From an optimization exercise on the open Yosys and OpenROAD flow, aimed at small area and a short achievable clock period; shortcuts taken in it are not production practice.
The RTL was checked by simulation tests, not by an equivalence proof against the original design.
Power is estimated from default activity; no workload was simulated.

==> flow/design.v <==
package rpn_pkg;
   localparam int DW_DEF      = 16;
   localparam int CNT_W_DEF   = 10;
   localparam int PROG_AW_DEF = 8;
   typedef enum logic [1:0] {
      KIND_PUSH = 2'b00,
      KIND_OP   = 2'b01,
      KIND_END  = 2'b10,
      KIND_NOP  = 2'b11
   } kind_t;
endpackage
module rpn_prog_mem #(
   parameter int W = 17
) (
   input  logic         step,
   input  logic         wr,
   input  logic [7:0]   waddr,
   input  logic [W-1:0] wdata,
   input  logic [7:0]   a8,
   input  logic [7:0]   b8,
   input  logic [3:0]   q4,
   input  logic         rd0,
   output logic [W-1:0] rdata
);
   logic [W-1:0] mem [256];
   logic [15:0]  plo_n, phi_n;  
   logic [W-1:0] pd;
   logic [W-1:0] view [256];    
   logic [W-1:0] cl [4][8];     
   logic [W-1:0] qs [4];        
   logic [W-1:0] qw [4];        
   logic [W-1:0] st2;
   always_ff @(posedge step) begin
      for (int i = 0; i < 16; i++) begin
         plo_n[i] <= !(wr && waddr[3:0] == 4'(i));
         phi_n[i] <= !(waddr[7:4] == 4'(i));
      end
      pd <= wdata;
   end
   for (genvar w = 0; w < 256; w++) begin : g_word
      always_ff @(posedge step) begin
         if (!(plo_n[w % 16] || phi_n[w / 16])) mem[w] <= pd;
      end
      if (w < 2) begin : g_fwd
         assign view[w] = (!(plo_n[w % 16] || phi_n[w / 16])) ? pd : mem[w];
      end else begin : g_nofwd
         assign view[w] = mem[w];
      end
   end
   always_comb begin
      for (int q = 0; q < 4; q++) begin
         qs[q] = '0;
         for (int c = 0; c < 8; c++) begin
            cl[q][c] = '0;
            for (int i = 0; i < 8; i++) cl[q][c] = cl[q][c] | ({W{a8[i]}} & view[q*64 + c*8 + i]);
            qs[q] = qs[q] | ({W{b8[c]}} & cl[q][c]);
         end
      end
      st2 = '0;
      for (int q = 0; q < 4; q++) st2 = st2 | ({W{q4[q]}} & qw[q]);
   end
   always_ff @(posedge step) begin
      for (int q = 0; q < 4; q++) qw[q] <= qs[q];
   end
   assign rdata = rd0 ? view[0] : st2;
endmodule
module rpn_sequencer (
   input  logic        step,
   input  logic        nrst,
   input  logic        start,
   input  logic        prog_wr,
   input  logic [7:0]  prog_addr,
   input  logic [17:0] prog_data,
   output logic        busy,
   output logic        done,
   output logic        err,
   output logic [15:0] result,
   output logic        calc_nrst,
   output logic        calc_push,
   output logic [15:0] calc_d,
   output logic [1:0]  calc_op,
   input  logic [9:0]  calc_cnt,
   input  logic [15:0] calc_out,
   output logic [15:0] icount
);
   logic st_clr, st_run, st_done, st_err, busy_q;
   logic run_push, run_op1, run_op0;
   logic [7:0]  a8, b8;      
   logic [3:0]  h4, q4;      
   logic [16:0] fi;          
   logic [8:0]  ic;          
   logic [16:0] rdata;
   logic [16:0] wenc;
   wire [1:0] w_kind = prog_data[17:16];
   always_comb begin
      case (w_kind)
         rpn_pkg::KIND_PUSH: wenc = {1'b1, prog_data[15:0]};
         rpn_pkg::KIND_OP:   wenc = {1'b0, 14'd0, prog_data[1:0]};
         rpn_pkg::KIND_END:  wenc = {1'b0, 13'd0, 1'b1, 2'b00};
         default:            wenc = '0;
      endcase
   end
   rpn_prog_mem #(.W(17)) u_prog_mem (
      .step  (step),
      .wr    (prog_wr && !busy_q),
      .waddr (prog_addr),
      .wdata (wenc),
      .a8    (a8),
      .b8    (b8),
      .q4    (q4),
      .rd0   (st_clr),
      .rdata (rdata)
   );
   wire f_push = fi[16];
   wire f_op1  = !fi[16] && fi[1];       
   wire f_op0  = !fi[16] && fi[0];
   wire f_end  = !fi[16] && fi[2];
   wire full   = &calc_cnt;
   wire ge2    = |calc_cnt[9:1];
   wire fail   = (f_push && full) || (f_op1 && !ge2);
   wire issue  = st_run && !f_end && !fail;
   wire last   = &ic[7:0];
   wire restart = start && !busy_q;
   wire run_nx = st_clr || (issue && !last);
   always_ff @(posedge step) begin
      if (!nrst) begin
         st_clr   <= 1'b0;
         st_run   <= 1'b0;
         busy_q   <= 1'b0;
         st_done  <= 1'b0;
         st_err   <= 1'b0;
         run_push <= 1'b0;
         run_op1  <= 1'b0;
         run_op0  <= 1'b0;
      end else begin
         st_clr   <= restart;
         st_run   <= run_nx;
         busy_q   <= restart || run_nx;
         run_push <= run_nx && rdata[16];
         run_op1  <= run_nx && !rdata[16] && rdata[1];
         run_op0  <= run_nx && !rdata[16] && rdata[0];
         st_done  <= !restart && (st_done || (st_run && f_end));
         st_err   <= !restart && (st_err || (st_run && fail) || (issue && last));
      end
   end
   always_ff @(posedge step) begin
      if (!nrst || restart) ic <= '0;
      else if (issue)       ic <= ic + 9'd1;
   end
   always_ff @(posedge step) begin
      if (!nrst)                 result <= '0;
      else if (st_run && f_end)  result <= calc_out;
   end
   always_ff @(posedge step) begin
      if (restart) begin
         a8 <= 8'd2;
         b8 <= 8'd1;
         h4 <= 4'd1;
      end else begin
         a8 <= {a8[6:0], a8[7]};
         if (a8[7])          b8 <= {b8[6:0], b8[7]};
         if (a8[7] && b8[7]) h4 <= {h4[2:0], h4[3]};
      end
      q4 <= h4;
      fi <= rdata;
   end
   assign busy      = busy_q;
   assign done      = st_done;
   assign err       = st_err;
   assign calc_nrst = nrst && !st_clr;
   rpn_ge2_gate u_op1_gate (.cnt(calc_cnt[9:1]), .en(run_op1), .x(1'b0),
                            .y(calc_op[1]));
   rpn_ge2_gate u_op0_gate (.cnt(calc_cnt[9:1]), .en(run_op0), .x(!fi[1]),
                            .y(calc_op[0]));
   assign icount    = {7'd0, ic};
   rpn_full_gate u_push_gate (.cnt(calc_cnt), .en(run_push), .d(1'b1), .y(calc_push));
   for (genvar i = 0; i < 16; i++) begin : g_d
      rpn_full_gate u_d_gate (.cnt(calc_cnt), .en(run_push), .d(fi[i]), .y(calc_d[i]));
   end
endmodule
module rpn_full_gate (
   input  logic [9:0] cnt,
   input  logic       en,
   input  logic       d,
   output logic       y
);
   assign y = en && d && !(&cnt);
endmodule
module rpn_ge2_gate (
   input  logic [8:0] cnt,
   input  logic       en,
   input  logic       x,
   output logic       y
);
   assign y = en && (x || (|cnt));
endmodule
export LEC_CHECK = 0
export CAP_MARGIN = 20
export CORE_MARGIN = 2
export CORE_UTILIZATION = 55
export CTS_BUF_LIST = sky130_fd_sc_hd__clkbuf_16
export CTS_CLUSTER_DIAMETER = 60
export CTS_CLUSTER_SIZE = 30
export SETUP_SLACK_MARGIN = 3.8
export SLEW_MARGIN = 20
export SYNTH_HIERARCHICAL = 1
export SYNTH_MEMORY_MAX_BITS = 8192
export SYNTH_MINIMUM_KEEP_SIZE = 0
export TNS_END_PERCENT = 30
create_clock -name core_clock -period 7.0 [get_ports {step}]
standard.sh (not shown) runs the stock make flow with config.mk's settings and CLKGATE_MAP_FILE= SYNTH_SCRIPT=/design/flow/synth_recipe.tcl, a recipe that flattens the netlist after the stock synthesis.
==> flow/flow/run.sh <==
#!/bin/bash
# Layout flow: the standard flow (standard.sh: ORFS synthesis through
# finish, unchanged), except that clock tree synthesis is run without dummy
# loads. Each tool's output goes to its own log in this folder, and ORFS
# keeps its per-step logs under orfs/logs/.
set -euo pipefail
export CTS_ARGS="-sink_clustering_enable -repair_clock_nets -sink_clustering_size 30 -sink_clustering_max_diameter 60 -buf_list sky130_fd_sc_hd__clkbuf_16 -dont_use_dummy_load"
bash standard.sh > standard_flow.log 2>&1
The baseline produced a clean layout.
Then changed:
SETUP_SLACK_MARGIN = 3.6   (was 3.8)
Outcome:
- The new run ran to the end with no violations
- synthesized cell count stays the same
- first-iteration DRC count went down by about 1.7%
- worst setup slack gains 21 ps
- clock skew went up by 6.3 ps
- wire length is about the same
- final area barely changes
- power hardly moves
- final cell count barely changes
- flip-flop and latch count stays the same
- combinational power is about the same
- sequential power barely changes
Then changed:
CORE_UTILIZATION = 62   (was 55)
Outcome:
- The changed run finished with timing, DRC and antenna clean
- die area shrinks by 11%
- setup slack gets better by 7.2 ps
- combinational power barely changes
- cell count shrinks by 3.6%
- wire length hardly moves
- first-iteration DRC count rose by 2.9%
- sequential share of layout area is higher by 0.68 points
- clock-buffer cell count came out lower by 31
- core utilization increases by 6.9 points
- power goes down by 2.1%

## port drivers added, routing unchanged
Ports are ideal in the flow. The routed layouts listed here were re-timed in OpenROAD.
Step 1 sets driving cells, clkbuf_16 on the clock port and buf_2 on the other inputs (assumed; they add their load-dependent delay and slew).
Step 2, shift: input delay + t, output delay - t, t = (earliest + latest rising clock arrival at the registers) / 2. This alone moves slack from input paths to output paths.
a / b / c = no drivers / after step 1 / after step 2; a / b = the first two.
| run | shift t [ns] | slack for setup (ns) | clock arrival spread, ns |
|---|---|---|---|
| the first run | 0.985 | 3.365 / 3.087 / 3.087 | 0.099 / 0.099 |
| the second run | 0.984 | 3.387 / 3.071 / 3.071 | 0.101 / 0.101 |
| the third run | 1.025 | 3.394 / 3.187 / 3.187 | 0.089 / 0.090 |
After both steps every run listed still meets setup and hold. The setup slack of the second run, which loses most, moves by -0.316 ns with the drivers and by -0.316 ns with both steps.
